Context: an optimization exercise on an open-source flow, tuned for small area, a short achievable clock period and few clock cycles per item. The choices shown serve that exercise and are no tape-out recipe.
The RTL was checked by simulation tests, not by an equivalence proof against the original design.
No activity file was given, so power comes from the tool's default toggle rates.

$ cat flow/run.sh
#!/bin/bash
# synth_recipe.tcl (not shown) runs the flow's synth.tcl, then flattens the netlist and writes it again
# the make line also repeats each setting of config.mk as NAME=value (left out here)
make -C /OpenROAD-flow-scripts/flow DESIGN_CONFIG=/design/flow/config.mk WORK_HOME=/design/flow/orfs CLKGATE_MAP_FILE= SYNTH_SCRIPT=/design/flow/synth_recipe.tcl finish
$ cat flow/config.mk
export PLATFORM = sky130hd
export DESIGN_NAME = accumulator_alu
export DESIGN_NICKNAME = accumulator_alu
export VERILOG_FILES = /design/flow/design.v
export SDC_FILE = /design/flow/constraint.sdc
export NUM_CORES = 4
export LEC_CHECK = 0
export CAP_MARGIN = 20
export CORE_MARGIN = 2
export CORE_UTILIZATION = 40
export SLEW_MARGIN = 20
$ cat flow/constraint.sdc
create_clock -name core_clock -period 5.5 [get_ports {aclk}]
set_input_delay 1.1000 -clock core_clock [delete_from_list [all_inputs] [get_ports {aclk}]]
set_output_delay 1.1000 -clock core_clock [all_outputs]
set_load 0.01 [all_outputs]
$ cat flow/design.v
`default_nettype none
package aalu_pkg;
    localparam int DATA_W   = 32;
    localparam int ACTION_W = 3;
    localparam int USER_W   = 4;
    localparam logic [ACTION_W-1:0] ACT_ADD = 3'd0;
    localparam logic [ACTION_W-1:0] ACT_SUB = 3'd1;
    localparam logic [ACTION_W-1:0] ACT_MUL = 3'd2;
    localparam logic [ACTION_W-1:0] ACT_DIV = 3'd3;
    localparam logic [ACTION_W-1:0] ACT_POW = 3'd4;
    localparam logic [ACTION_W-1:0] ACT_MOD = 3'd5;
    localparam logic [2:0] ST_IDLE     = 3'd0;
    localparam logic [2:0] ST_MUL      = 3'd1;
    localparam logic [2:0] ST_DIV      = 3'd2;
    localparam logic [2:0] ST_POW      = 3'd3;
    localparam logic [2:0] ST_POW_WAIT = 3'd4;
    localparam logic [2:0] ST_DONE     = 3'd5;
endpackage
`default_nettype wire
`default_nettype none
module aalu_mul
#(
    parameter int WIDTH = aalu_pkg::DATA_W
) (
    input  wire logic             aclk,
    input  wire logic             aresetn,
    input  wire logic             start,
    input  wire logic [WIDTH-1:0] mcand,
    input  wire logic [WIDTH-1:0] mplier,
    output logic                  done,
    output logic      [WIDTH-1:0] product
);
    localparam int CNT_W = (WIDTH > 1) ? $clog2(WIDTH) : 1;
    localparam logic [CNT_W-1:0] LAST = CNT_W'(WIDTH - 1);
    logic [WIDTH-1:0] mcand_reg, mcand_next;
    logic [WIDTH-1:0] mplier_reg, mplier_next;
    logic [WIDTH-1:0] prod_reg, prod_next;
    logic [CNT_W-1:0] cnt_reg, cnt_next;
    logic             run_reg, run_next;
    logic             done_reg, done_next;
    always_comb begin
        mcand_next  = mcand_reg;
        mplier_next = mplier_reg;
        prod_next   = prod_reg;
        cnt_next    = cnt_reg;
        run_next    = run_reg;
        done_next   = 1'b0;
        if (start) begin
            mcand_next  = mcand;
            mplier_next = mplier;
            prod_next   = '0;
            cnt_next    = '0;
            run_next    = 1'b1;
        end else if (run_reg) begin
            if (mplier_reg[0]) begin
                prod_next = prod_reg + mcand_reg;
            end
            mcand_next  = mcand_reg << 1;
            mplier_next = mplier_reg >> 1;
            cnt_next    = cnt_reg + CNT_W'(1);
            if (cnt_reg == LAST) begin
                run_next  = 1'b0;
                done_next = 1'b1;
            end
        end
    end
    always_ff @(posedge aclk) begin
        if (!aresetn) begin
            run_reg  <= 1'b0;
            done_reg <= 1'b0;
        end else begin
            run_reg  <= run_next;
            done_reg <= done_next;
        end
        mcand_reg  <= mcand_next;
        mplier_reg <= mplier_next;
        prod_reg   <= prod_next;
        cnt_reg    <= cnt_next;
    end
    assign done    = done_reg;
    assign product = prod_reg;
endmodule
`default_nettype wire
`default_nettype none
module aalu_div
#(
    parameter int WIDTH = aalu_pkg::DATA_W
) (
    input  wire logic             aclk,
    input  wire logic             aresetn,
    input  wire logic             start,
    input  wire logic [WIDTH-1:0] dividend,
    input  wire logic [WIDTH-1:0] divisor,
    output logic                  done,
    output logic      [WIDTH-1:0] quotient,
    output logic      [WIDTH-1:0] remainder
);
    localparam int CNT_W = (WIDTH > 1) ? $clog2(WIDTH) : 1;
    localparam logic [CNT_W-1:0] LAST = CNT_W'(WIDTH - 1);
    logic [WIDTH-1:0] quo_reg, quo_next;
    logic [WIDTH-1:0] rem_reg, rem_next;
    logic [WIDTH-1:0] dsr_reg, dsr_next;
    logic [CNT_W-1:0] cnt_reg, cnt_next;
    logic             neg_q_reg, neg_q_next;
    logic             neg_r_reg, neg_r_next;
    logic             run_reg, run_next;
    logic             done_reg, done_next;
    logic [WIDTH:0]   shifted;
    logic [WIDTH:0]   diff;
    assign shifted = {rem_reg, quo_reg[WIDTH-1]};
    assign diff    = shifted - {1'b0, dsr_reg};
    always_comb begin
        quo_next   = quo_reg;
        rem_next   = rem_reg;
        dsr_next   = dsr_reg;
        cnt_next   = cnt_reg;
        neg_q_next = neg_q_reg;
        neg_r_next = neg_r_reg;
        run_next   = run_reg;
        done_next  = 1'b0;
        if (start) begin
            quo_next   = dividend[WIDTH-1] ? (~dividend + WIDTH'(1)) : dividend;
            dsr_next   = divisor[WIDTH-1] ? (~divisor + WIDTH'(1)) : divisor;
            rem_next   = '0;
            cnt_next   = '0;
            neg_q_next = dividend[WIDTH-1] ^ divisor[WIDTH-1];
            neg_r_next = dividend[WIDTH-1];
            run_next   = 1'b1;
        end else if (run_reg) begin
            if (!diff[WIDTH]) begin
                rem_next = diff[WIDTH-1:0];
                quo_next = {quo_reg[WIDTH-2:0], 1'b1};
            end else begin
                rem_next = shifted[WIDTH-1:0];
                quo_next = {quo_reg[WIDTH-2:0], 1'b0};
            end
            cnt_next = cnt_reg + CNT_W'(1);
            if (cnt_reg == LAST) begin
                run_next  = 1'b0;
                done_next = 1'b1;
            end
        end
    end
    always_ff @(posedge aclk) begin
        if (!aresetn) begin
            run_reg  <= 1'b0;
            done_reg <= 1'b0;
        end else begin
            run_reg  <= run_next;
            done_reg <= done_next;
        end
        quo_reg   <= quo_next;
        rem_reg   <= rem_next;
        dsr_reg   <= dsr_next;
        cnt_reg   <= cnt_next;
        neg_q_reg <= neg_q_next;
        neg_r_reg <= neg_r_next;
    end
    assign done      = done_reg;
    assign quotient  = neg_q_reg ? (~quo_reg + WIDTH'(1)) : quo_reg;
    assign remainder = neg_r_reg ? (~rem_reg + WIDTH'(1)) : rem_reg;
endmodule
`default_nettype wire
`default_nettype none
module accumulator_alu
(
    input  wire logic                    aclk,
    input  wire logic                    aresetn,
    input  wire logic                    s_tvalid,
    output logic                         s_tready,
    input  wire logic [63:0]         s_tdata,   
    input  wire logic [3:0]          s_tuser,   
    output logic                         m_tvalid,
    input  wire logic                    m_tready,
    output logic      [31:0]         m_tdata,   
    output logic      [0:0]              m_tuser    
);
    logic [2:0]        state_reg, state_next;
    logic [aalu_pkg::ACTION_W-1:0] act_reg, act_next;
    logic [aalu_pkg::ACTION_W-1:0] in_act;
    logic [aalu_pkg::DATA_W-1:0] acc_reg, acc_next;
    logic [aalu_pkg::DATA_W-1:0] res_reg, res_next;
    logic              err_reg, err_next;
    logic [aalu_pkg::DATA_W-1:0] pacc_reg, pacc_next;
    logic [aalu_pkg::DATA_W-1:0] psq_reg, psq_next;
    logic [aalu_pkg::DATA_W-2:0] pexp_reg, pexp_next;
    logic              mval_reg, mval_next;
    logic [aalu_pkg::DATA_W-1:0] mdata_reg, mdata_next;
    logic              merr_reg, merr_next;
    logic [aalu_pkg::DATA_W-1:0] op_a, op_b;
    logic              mul_start, div_start;
    logic [aalu_pkg::DATA_W-1:0] mul0_a, mul0_b;
    logic              mul0_done, mul1_done;
    logic [aalu_pkg::DATA_W-1:0] mul0_p, mul1_p;
    logic              div_done;
    logic [aalu_pkg::DATA_W-1:0] div_q, div_r;
    assign in_act = s_tuser[aalu_pkg::ACTION_W-1:0];
    assign op_a   = s_tuser[aalu_pkg::ACTION_W] ? acc_reg : s_tdata[aalu_pkg::DATA_W-1:0];
    assign op_b   = s_tdata[2*aalu_pkg::DATA_W-1:aalu_pkg::DATA_W];
    aalu_mul #(.WIDTH(aalu_pkg::DATA_W)) u_mul0 (
        .aclk    (aclk),
        .aresetn (aresetn),
        .start   (mul_start),
        .mcand   (mul0_a),
        .mplier  (mul0_b),
        .done    (mul0_done),
        .product (mul0_p)
    );
    aalu_mul #(.WIDTH(aalu_pkg::DATA_W)) u_mul1 (
        .aclk    (aclk),
        .aresetn (aresetn),
        .start   (mul_start),
        .mcand   (psq_reg),
        .mplier  (psq_reg),
        .done    (mul1_done),
        .product (mul1_p)
    );
    aalu_div #(.WIDTH(aalu_pkg::DATA_W)) u_div (
        .aclk      (aclk),
        .aresetn   (aresetn),
        .start     (div_start),
        .dividend  (op_a),
        .divisor   (op_b),
        .done      (div_done),
        .quotient  (div_q),
        .remainder (div_r)
    );
    always_comb begin
        state_next = state_reg;
        act_next   = act_reg;
        acc_next   = acc_reg;
        res_next   = res_reg;
        err_next   = err_reg;
        pacc_next  = pacc_reg;
        psq_next   = psq_reg;
        pexp_next  = pexp_reg;
        mval_next  = mval_reg && !m_tready;
        mdata_next = mdata_reg;
        merr_next  = merr_reg;
        mul_start  = 1'b0;
        div_start  = 1'b0;
        mul0_a     = pacc_reg;
        mul0_b     = psq_reg;
        s_tready   = 1'b0;
        case (state_reg)
            aalu_pkg::ST_IDLE: begin
                s_tready = 1'b1;
                if (s_tvalid) begin
                    act_next = in_act;
                    err_next = 1'b0;
                    case (in_act)
                        aalu_pkg::ACT_ADD: begin
                            res_next   = op_a + op_b;
                            state_next = aalu_pkg::ST_DONE;
                        end
                        aalu_pkg::ACT_SUB: begin
                            res_next   = op_a - op_b;
                            state_next = aalu_pkg::ST_DONE;
                        end
                        aalu_pkg::ACT_MUL: begin
                            mul0_a     = op_a;
                            mul0_b     = op_b;
                            mul_start  = 1'b1;
                            state_next = aalu_pkg::ST_MUL;
                        end
                        aalu_pkg::ACT_DIV, aalu_pkg::ACT_MOD: begin
                            if (op_b == '0) begin
                                res_next   = acc_reg;
                                err_next   = 1'b1;
                                state_next = aalu_pkg::ST_DONE;
                            end else begin
                                div_start  = 1'b1;
                                state_next = aalu_pkg::ST_DIV;
                            end
                        end
                        aalu_pkg::ACT_POW: begin
                            if (op_b[aalu_pkg::DATA_W-1]) begin
                                res_next   = aalu_pkg::DATA_W'(1);
                                state_next = aalu_pkg::ST_DONE;
                            end else begin
                                pacc_next  = aalu_pkg::DATA_W'(1);
                                psq_next   = op_a;
                                pexp_next  = op_b[aalu_pkg::DATA_W-2:0];
                                state_next = aalu_pkg::ST_POW;
                            end
                        end
                        default: begin
                            res_next   = acc_reg;
                            state_next = aalu_pkg::ST_DONE;
                        end
                    endcase
                end
            end
            aalu_pkg::ST_MUL: begin
                if (mul0_done) begin
                    res_next   = mul0_p;
                    state_next = aalu_pkg::ST_DONE;
                end
            end
            aalu_pkg::ST_DIV: begin
                if (div_done) begin
                    res_next   = (act_reg == aalu_pkg::ACT_MOD) ? div_r : div_q;
                    state_next = aalu_pkg::ST_DONE;
                end
            end
            aalu_pkg::ST_POW: begin
                if (pexp_reg == '0) begin
                    res_next   = pacc_reg;
                    state_next = aalu_pkg::ST_DONE;
                end else begin
                    mul_start  = 1'b1;
                    state_next = aalu_pkg::ST_POW_WAIT;
                end
            end
            aalu_pkg::ST_POW_WAIT: begin
                if (mul0_done && mul1_done) begin
                    if (pexp_reg[0]) begin
                        pacc_next = mul0_p;
                    end
                    psq_next   = mul1_p;
                    pexp_next  = pexp_reg >> 1;
                    state_next = aalu_pkg::ST_POW;
                end
            end
            aalu_pkg::ST_DONE: begin
                if (!mval_reg || m_tready) begin
                    mval_next  = 1'b1;
                    mdata_next = res_reg;
                    merr_next  = err_reg;
                    acc_next   = res_reg;
                    state_next = aalu_pkg::ST_IDLE;
                end
            end
            default: begin
                state_next = aalu_pkg::ST_IDLE;
            end
        endcase
    end
    always_ff @(posedge aclk) begin
        if (!aresetn) begin
            state_reg <= aalu_pkg::ST_IDLE;
            acc_reg   <= '0;
            mval_reg  <= 1'b0;
        end else begin
            state_reg <= state_next;
            acc_reg   <= acc_next;
            mval_reg  <= mval_next;
        end
        act_reg   <= act_next;
        res_reg   <= res_next;
        err_reg   <= err_next;
        pacc_reg  <= pacc_next;
        psq_reg   <= psq_next;
        pexp_reg  <= pexp_next;
        mdata_reg <= mdata_next;
        merr_reg  <= merr_next;
    end
    assign m_tvalid   = mval_reg;
    assign m_tdata    = mdata_reg;
    assign m_tuser[0] = merr_reg;
endmodule
`default_nettype wire
==> out/metrics.yaml <==
power_frac_comb: 0.417
place.gp.congestion: 0.9753
synth-main-ff-cell: "edfxtp_1"
power.sequential.fraction: 0.350
dieArea_sq_mm: 0.08017
clkTransAtPathRegs_ps: 60
grt_pass1_vias: 25172
initial_utilization: 0.4030
synth_cell_types: 85
final_cell_mix: "nand2_1, edfxtp_1, a21oi_1"
synth-seq-cells: 511
synthCells: 3461
hold_viol: 0
synth_edf_count: 358
numCtsBuffers: 60
antenna_found_initial: 6
clk_latency_ps: 660
design.core.area_sq_mm: 0.07734
power_leakage_nw: 15.28
fmax_ghz: 0.1951
final_cell_area_sq_mm: 0.03652
yosysSeqAreaShare: 0.4432
setup_slack_ps: 373.5
max-vdd-ir-drop_uv: 282.6
wl_microns: 107100
rsz0062_at_grt: "no"
status: "timing/DRC/antenna clean"
p_int_mw: 10.47
startpoint_type: "primary input"
die_y_microns: 283.1
dr_total_vias: 26768
crit_path_end_kind: "flip-flop"
tns_ps: 0
hpwl_microns: 80110
maxCapViolCount: 0
htree_levels: 2
yosysWarnings: 3
clockBufferDepth: 3
p_sw_frac: 0.4024
area_delta_synth_final_pct: 17.16
nets: 3849
worstPathMaxFanout: 3
grt_pass1_wl_microns: 159300
synthDominantCellAreaShare: 0.3449
drc: 0
hp-class: "reg2reg"
drtIter0Drc: 2553
finalCritPeriodShare: 0.9321
cts.sinks: 511
syn_nets: 3672
finalSetupViolCount: 0
rrSetupSlack_ps: 1310
io_pins: 107
p_per_area_mw_per_mm2: 479.8
slew_violations: 0
place_ws_ps: -342.5
cts-root-buf: "clkbuf_16"
path_class: "in2reg"
rows: 102
slew_headroom: 0.2427
placed_cell_area_sq_mm: 0.03446
ant_nets: 0
ys_top_cells_by_area: "edfxtp_1, dfxtp_1, nand2_1"
syn_area_sq_mm: 0.03117
crit_arrival_ps: 5480
synth.avg_cell_area_sq_um: 9.006
dr.pass1.iters: 6
drive_above_1_share: 0.09756
cts_tree: "built"
vias_per_cell: 5.656
io_buffer_count: 106
grt_max_degree: 143
worstMarginPinSlew_ps: 1136
synth.largest_area_cell: "edfxtp_1"
wl_per_cell_microns: 22.64
synthArstFlopShare: 0
fin_worst_skew_ps: 72.07
worst_ep_required_time_ps: 5850
power.net_switching_mw: 7.050
pwr-share-clk: 0.234
final_common_cell: "nand2_1"
cts_hold_buf: 0
die_w_microns: 283.1
grt_usage: 0.2600
period_minus_slack_ps: 5126
grt-ovfl-total: 0
==> worst paths after layout <==
path                                    start                              to  cells past startpoint
setup / recovery                  s_tdata[41]           res_reg[24]$_DFFE_PP_                     17
hold / removal           res_reg[0]$_DFFE_PP_          mdata_reg[0]$_DFFE_PP_                      0
setup reg to reg  u_div.quo_reg[31]$_DFFE_PP_  u_div.rem_reg[20]$_SDFFE_PP0P_                     15
hold reg to reg          res_reg[0]$_DFFE_PP_          mdata_reg[0]$_DFFE_PP_                      0
==> critical path, stage by stage <==
cell and delay, ps:
clkdlybuf4s50_1 460, or4_4 600, or3_4 370, or3_1 340, nand2_1 100, xor2_1 170
ha_1 260, a21oi_1 160, o21bai_1 120, a2111oi_1 430, o21ai_0 200, o41ai_2 350
buf_4 180, o21ai_0 160, a31oi_1 230, xor2_1 170, a21oi_1 80
==> cell families after synthesis <==
logic type,share of synthesized area
fa+ha+maj,0.05676
compound gates,0.1780
simple gates,0.1755
flops,0.4432
mux,0.03729
buf+inv,0.03785
xor+xnor,0.07137
==> metrics by stage <==
step | hold WS [ps] | power, mW | cells | util
after global placement | 445.2 | 13.29 | 4616 | 0.4456
final | 459.7 | 17.52 | 4733 | 0.4722
after floorplan | 400.3 | 10.93 | 3461 | -
after global routing | 461.2 | 18.51 | 4730 | 0.4721
after detailed placement | 442.2 | 13.35 | 4616 | 0.4456
after CTS | 457.0 | 17.48 | 4730 | 0.4718
==> metal layers <==
layer	track usage	share of wire	vias to the layer above
li1	-	-	12728
met1	0.3419	0.42	12923
met2	0.4235	0.46	908
met3	0.04082	0.070	205
met4	0.1140	0.047	4
met5	0	0.00021	-
==> power by group through the flow <==
stage,registers [mW],logic [mW],clock network (mW)
2_1_floorplan,5.88,5.05,0
3_3_place_gp,6.18,7.11,0
3_5_place_dp,6.19,7.16,0
4_1_cts,6.12,7.21,4.15
5_1_grt,6.22,8.00,4.29
6_report,6.13,7.30,4.09
==> area by class of cell <==
cell class	count	area, sq um
fill	7421	40820
multi-input combinational	2643	16270
sequential	511	13820
timing repair buffer	311	2670
clock buffer	84	1702
tap	1040	1301
inverter	111	416.7
clock inverter	30	327.8
antenna	3	7.507
==> what timing repair did <==
item	CTS	global route
setup endpoints to repair	0	4
buffers inserted	0	0
gates resized for setup	0	4
==> synthesized netlist by cell type, drive strengths merged, types with 21 or more instances <==
cell,number
and3,51
nor2,246
xnor2,153
mux2i,115
a21boi,44
nand3,56
nor4,21
a21o,72
clkbuf,173
inv,111
ha,135
xor2,101
o41ai,22
o31ai,40
nor2b,21
o21ai,254
a21oi,284
nor3,46
nand2,658
edfxtp,358
or3,23
buf,23
nand2b,23
nand4,21
a221oi,24
dfxtp,153
Testbench counts, summed over its fixed seeds: cycles 100,124, items 2,400.

## port drivers added, routing unchanged
The flow's constraints put no driver on any port. The routed layout listed below was extracted and timed again, unchanged, in two steps.
Step 1: set_driving_cell puts a clkbuf_16 on aclk and a buf_2 on each other input, an assumption about the parent block.
Step 2, shift: input delay + t, output delay - t, t = (earliest + latest rising clock arrival at the registers) / 2. This alone moves slack from input paths to output paths.
Slacks: ideal / step 1 / step 2; pairs: ideal / step 1.
shift t [ns]: 0.700
setup slack, ns: 0.374 / 0.421 / -0.279
latest minus earliest clock arrival (ns): 0.078 / 0.077
pins driven straight from the clock port: 1
With both steps, setup timing fails in this run, where it was met with ideal ports. For this run, drivers alone change the setup slack by +0.047 ns; drivers and shift together by -0.653 ns.
